Context: an optimization exercise on an open-source flow, tuned for small area, a short achievable clock period and few clock cycles per item. The choices shown serve that exercise and are no tape-out recipe.
Where RTL was checked, it was by simulation tests only, not by an equivalence proof against the original.
Power figures rest on the tool's default switching activity, not on a simulated workload.

== oak ==
==> flow/design.v (excerpt) <==
module lbm_moments #(
  parameter int DATA_WIDTH = 32,
  parameter int FRAC_BITS  = 24
) (
  input  logic                          clock_50,
  input  logic                          arst_n,
  input  logic                          req,
  input  logic [lbm_pkg::q_dirs*DATA_WIDTH-1:0]  fin,
  output logic                          ack,
  output logic signed [DATA_WIDTH-1:0]  rho,
  output logic signed [DATA_WIDTH-1:0]  ux,
  output logic signed [DATA_WIDTH-1:0]  uy,
  output logic                          dbz,
  output logic                          ovf_x,
  output logic                          ovf_y
);
Size: roughly 1800 cells after synthesis, roughly 240 flip-flops, about 390 I/O pins, ~16000 sq um of cells after synthesis.
==> module lbm_moments, before the edit <==
module lbm_moments #(
  parameter int DATA_WIDTH = 32,
  parameter int FRAC_BITS  = 24
) (
  input  logic                          clock_50,
  input  logic                          arst_n,
  input  logic                          req,
  input  logic [lbm_pkg::q_dirs*DATA_WIDTH-1:0]  fin,
  output logic                          ack,
  output logic signed [DATA_WIDTH-1:0]  rho,
  output logic signed [DATA_WIDTH-1:0]  ux,
  output logic signed [DATA_WIDTH-1:0]  uy,
  output logic                          dbz,
  output logic                          ovf_x,
  output logic                          ovf_y
);
  logic        m_idle, m_acc, m_abs, m_step, m_fin, m_ack;
  logic        n_idle, n_acc, n_abs, n_step, n_fin, n_ack;
  logic        full;
  logic [5:0]  cnt;
  logic        last_step;
  logic        redo;
  logic        done_pos;
  logic        sa_low_x, sa_step_x, sb_rho_x, sb_low_x, sbt_x;
  logic        sa_low_y, sa_step_y, sb_rho_y, sb_low_y, sbt_y;
  logic [8:1]  tsel;
  logic [8:1]  nsel;
  logic [31:0] term;
  logic [31:0] term_next;
  logic        px_en_n, px_sub_n, py_en_n, py_sub_n;
  logic [31:0] rho_r;
  logic        dbz_r;
  logic        ok_x, ok_y;
  logic        neg_x, neg_y;
  logic        hi_en;
  logic [31:0] ux_q, uy_q;
  logic [31:0] rho_sum;
  assign ack = m_ack;
  assign rho = rho_r;
  assign dbz = dbz_r;
  assign ux  = ux_q;
  assign uy  = uy_q;
  assign nsel = m_idle ? 8'b0000_0001 : {tsel[7:1], 1'b0};
  always_comb begin
    term_next = '0;
    for (int i = 1; i <= 8; i++) begin
      term_next = term_next | (fin[32*i +: 32] & {32{nsel[i]}});
    end
  end
  assign px_en_n  = nsel[1] | nsel[3] | nsel[5] | nsel[6] | nsel[7] | nsel[8];
  assign px_sub_n = nsel[3] | nsel[6] | nsel[7];
  assign py_en_n  = nsel[2] | nsel[4] | nsel[5] | nsel[6] | nsel[7] | nsel[8];
  assign py_sub_n = nsel[4] | nsel[7] | nsel[8];
  assign last_step = full ? (cnt == 6'd57) : (cnt == 6'd19);
  assign redo      = !full && !(ok_x && ok_y);
  assign done_pos  = !full && !neg_x && !neg_y;
  assign hi_en     = full && (cnt <= 6'd24);
  always_comb begin
    n_idle = m_idle && !req || m_ack && !req || m_step && last_step && redo;
    n_acc  = m_idle && req || m_acc && !tsel[8];
    n_abs  = m_acc && tsel[8];
    n_step = m_abs || m_step && !last_step;
    n_fin  = m_step && last_step && !redo && !done_pos;
    n_ack  = m_step && last_step && !redo && done_pos || m_fin || m_ack && req;
  end
  fp_divider div_ux (
    .clock_50     (clock_50),
    .m_idle       (m_idle),
    .m_abs        (m_abs),
    .m_step       (m_step),
    .m_fin        (m_fin),
    .n_acc        (n_acc),
    .n_abs        (n_abs),
    .n_step       (n_step),
    .n_fin        (n_fin),
    .full         (full),
    .hi_en        (hi_en),
    .zero_div     (dbz_r),
    .sa_low       (sa_low_x),
    .sa_step      (sa_step_x),
    .sb_term      (sbt_x),
    .sb_rho       (sb_rho_x),
    .sb_low       (sb_low_x),
    .acc_sub_next (px_sub_n),
    .term         (term),
    .rho          (rho_r),
    .short_ok     (ok_x),
    .neg          (neg_x),
    .ovf          (ovf_x),
    .quotient     (ux_q)
  );
  fp_divider div_uy (
    .clock_50     (clock_50),
    .m_idle       (m_idle),
    .m_abs        (m_abs),
    .m_step       (m_step),
    .m_fin        (m_fin),
    .n_acc        (n_acc),
    .n_abs        (n_abs),
    .n_step       (n_step),
    .n_fin        (n_fin),
    .full         (full),
    .hi_en        (hi_en),
    .zero_div     (dbz_r),
    .sa_low       (sa_low_y),
    .sa_step      (sa_step_y),
    .sb_term      (sbt_y),
    .sb_rho       (sb_rho_y),
    .sb_low       (sb_low_y),
    .acc_sub_next (py_sub_n),
    .term         (term),
    .rho          (rho_r),
    .short_ok     (ok_y),
    .neg          (neg_y),
    .ovf          (ovf_y),
    .quotient     (uy_q)
  );
  moment_add_bk #(.W(32)) i_rho_add (
    .a    (rho_r),
    .b    (term),
    .cin  (1'b0),
    .s    (rho_sum),
    .cout ()
  );
  always_ff @(posedge clock_50) begin
    if (m_idle) rho_r <= fin[0 +: 32];
    else        rho_r <= rho_sum;
    term <= term_next;
    tsel <= nsel;
    if (m_abs) dbz_r <= (rho_r == '0);
    if (m_abs) cnt <= 6'd1;
    else       cnt <= cnt + 6'd1;
    sa_low_x  <= n_acc;
    sa_step_x <= n_step;
    sb_rho_x  <= n_step || n_idle && !m_idle;
    sb_low_x  <= n_abs || n_fin || n_ack;
    sbt_x     <= n_acc && px_en_n;
    sa_low_y  <= n_acc || n_idle;
    sa_step_y <= n_step || n_idle;
    sb_rho_y  <= n_step || n_idle && m_idle;
    sb_low_y  <= n_abs || n_fin || n_ack || n_idle;
    sbt_y     <= n_acc && py_en_n;
  end
  always_ff @(posedge clock_50 or negedge arst_n) begin
    if (!arst_n) begin
      m_idle <= 1'b1;
      m_acc  <= 1'b0;
      m_abs  <= 1'b0;
      m_step <= 1'b0;
      m_fin  <= 1'b0;
      m_ack  <= 1'b0;
      full   <= 1'b0;
    end else begin
      m_idle <= n_idle;
      m_acc  <= n_acc;
      m_abs  <= n_abs;
      m_step <= n_step;
      m_fin  <= n_fin;
      m_ack  <= n_ack;
      if (m_step && last_step) full <= redo;
    end
  end
endmodule
clock: 8.0 ns
lec_check: 0
abc_clock_period_in_ps: 3000
cap_margin: 20
core_margin: 2
core_utilization: 40
setup_slack_margin: 5
slew_margin: 20
tns_end_percent: 0
standard.sh (not shown) runs the stock make flow with config.mk's settings and CLKGATE_MAP_FILE= SYNTH_SCRIPT=/design/flow/synth_recipe.tcl, a recipe that flattens the netlist after the stock synthesis.
==> flow/flow/run.sh <==
#!/bin/bash
set -e
cp standard.sh standard.sh.txt
export BUFFER_PORTS_ARGS="-buffer_cell sky130_fd_sc_hd__buf_1"
export CTS_ARGS="-sink_clustering_enable -repair_clock_nets -dont_use_dummy_load"
bash standard.sh > standard.log 2>&1
--- input diff oak..pine ---
diff --git a/flow/design.v b/flow/design.v
--- a/flow/design.v
+++ b/flow/design.v
@@ -190,14 +190,14 @@
   logic        n_idle, n_acc, n_abs, n_step, n_fin, n_ack;
   logic        full;
   logic [5:0]  cnt;
   logic        last_step;
   logic        redo;
   logic        done_pos;
-  logic        sa_low_x, sa_step_x, sb_rho_x, sb_low_x, sbt_x;
-  logic        sa_low_y, sa_step_y, sb_rho_y, sb_low_y, sbt_y;
+  logic        sa_low, sa_step, sb_rho, sb_low;
+  logic        sbt_x, sbt_y;
   logic [8:1]  tsel;
   logic [8:1]  nsel;
   logic [31:0] term;
   logic [31:0] term_next;
   logic        px_en_n, px_sub_n, py_en_n, py_sub_n;
   logic [31:0] rho_r;
@@ -245,17 +245,17 @@
     .n_abs        (n_abs),
     .n_step       (n_step),
     .n_fin        (n_fin),
     .full         (full),
     .hi_en        (hi_en),
     .zero_div     (dbz_r),
-    .sa_low       (sa_low_x),
-    .sa_step      (sa_step_x),
+    .sa_low       (sa_low),
+    .sa_step      (sa_step),
     .sb_term      (sbt_x),
-    .sb_rho       (sb_rho_x),
-    .sb_low       (sb_low_x),
+    .sb_rho       (sb_rho),
+    .sb_low       (sb_low),
     .acc_sub_next (px_sub_n),
     .term         (term),
     .rho          (rho_r),
     .short_ok     (ok_x),
     .neg          (neg_x),
     .ovf          (ovf_x),
@@ -271,17 +271,17 @@
     .n_abs        (n_abs),
     .n_step       (n_step),
     .n_fin        (n_fin),
     .full         (full),
     .hi_en        (hi_en),
     .zero_div     (dbz_r),
-    .sa_low       (sa_low_y),
-    .sa_step      (sa_step_y),
+    .sa_low       (sa_low),
+    .sa_step      (sa_step),
     .sb_term      (sbt_y),
-    .sb_rho       (sb_rho_y),
-    .sb_low       (sb_low_y),
+    .sb_rho       (sb_rho),
+    .sb_low       (sb_low),
     .acc_sub_next (py_sub_n),
     .term         (term),
     .rho          (rho_r),
     .short_ok     (ok_y),
     .neg          (neg_y),
     .ovf          (ovf_y),
@@ -299,22 +299,18 @@
     else        rho_r <= rho_sum;
     term <= term_next;
     tsel <= nsel;
     if (m_abs) dbz_r <= (rho_r == '0);
     if (m_abs) cnt <= 6'd1;
     else       cnt <= cnt + 6'd1;
-    sa_low_x  <= n_acc;
-    sa_step_x <= n_step;
-    sb_rho_x  <= n_step || n_idle && !m_idle;
-    sb_low_x  <= n_abs || n_fin || n_ack;
-    sbt_x     <= n_acc && px_en_n;
-    sa_low_y  <= n_acc || n_idle;
-    sa_step_y <= n_step || n_idle;
-    sb_rho_y  <= n_step || n_idle && m_idle;
-    sb_low_y  <= n_abs || n_fin || n_ack || n_idle;
-    sbt_y     <= n_acc && py_en_n;
+    sa_low  <= n_acc;
+    sa_step <= n_step;
+    sb_rho  <= n_step;
+    sb_low  <= n_abs || n_fin || n_ack;
+    sbt_x   <= n_acc && px_en_n;
+    sbt_y   <= n_acc && py_en_n;
   end
   always_ff @(posedge clock_50 or negedge arst_n) begin
     if (!arst_n) begin
       m_idle <= 1'b1;
       m_acc  <= 1'b0;
       m_abs  <= 1'b0;
Findings:
Area growth from synthesis to layout was lower in pine than in oak.
Compared pine against oak; post-detailed-placement cell area within noise.
Estimated wirelength of the detail-placed design ended up about 1.5% higher on pine than on oak.
The startpoint of the worst setup timing path comes out rho_r[16] in one run and sbt_x in the other, namely in pine and oak respectively.
Delta (pine minus oak): net switching power now sits higher, clock-cell share of area now sits at about the same level.
Final cell count: pine vs oak, no meaningful difference
Summary — routed metal-1 wirelength, pine relative to oak: higher, by 2.6%.
As of pine, number of buffers outside the clock class in the layout had fallen slightly compared to oak.
Testbench counts of pine, summed over its fixed seeds: cycles 11,803, items 384.
Only the layout flow was run in oak; the RTL was not checked for function there.

re-timing with driven ports:
Ports are ideal in the flow. The routed layouts listed here were re-timed in OpenROAD.
Step 1 (the two cells are an assumption about what drives the block):
set clk [get_ports {clock_50}]
set_driving_cell -lib_cell sky130_fd_sc_hd__clkbuf_16 $clk
set_driving_cell -lib_cell sky130_fd_sc_hd__buf_2 [delete_from_list [all_inputs] $clk]
Step 2, shift: input delay + t, output delay - t, t = (earliest + latest rising clock arrival at the registers) / 2. This alone moves slack from input paths to output paths.
Three values: ideal ports, drivers, drivers and shift; two values: the first two.
| run | t, ns | setup slack, ns | worst data-port slew with drivers (ns) |
|---|---|---|---|
| oak | 0.588 | 4.112 / 4.112 / 4.112 | 0.13 |
| pine | 0.611 | 4.290 / 4.290 / 4.290 | 0.16 |
After both steps setup and hold are still met in every run listed.
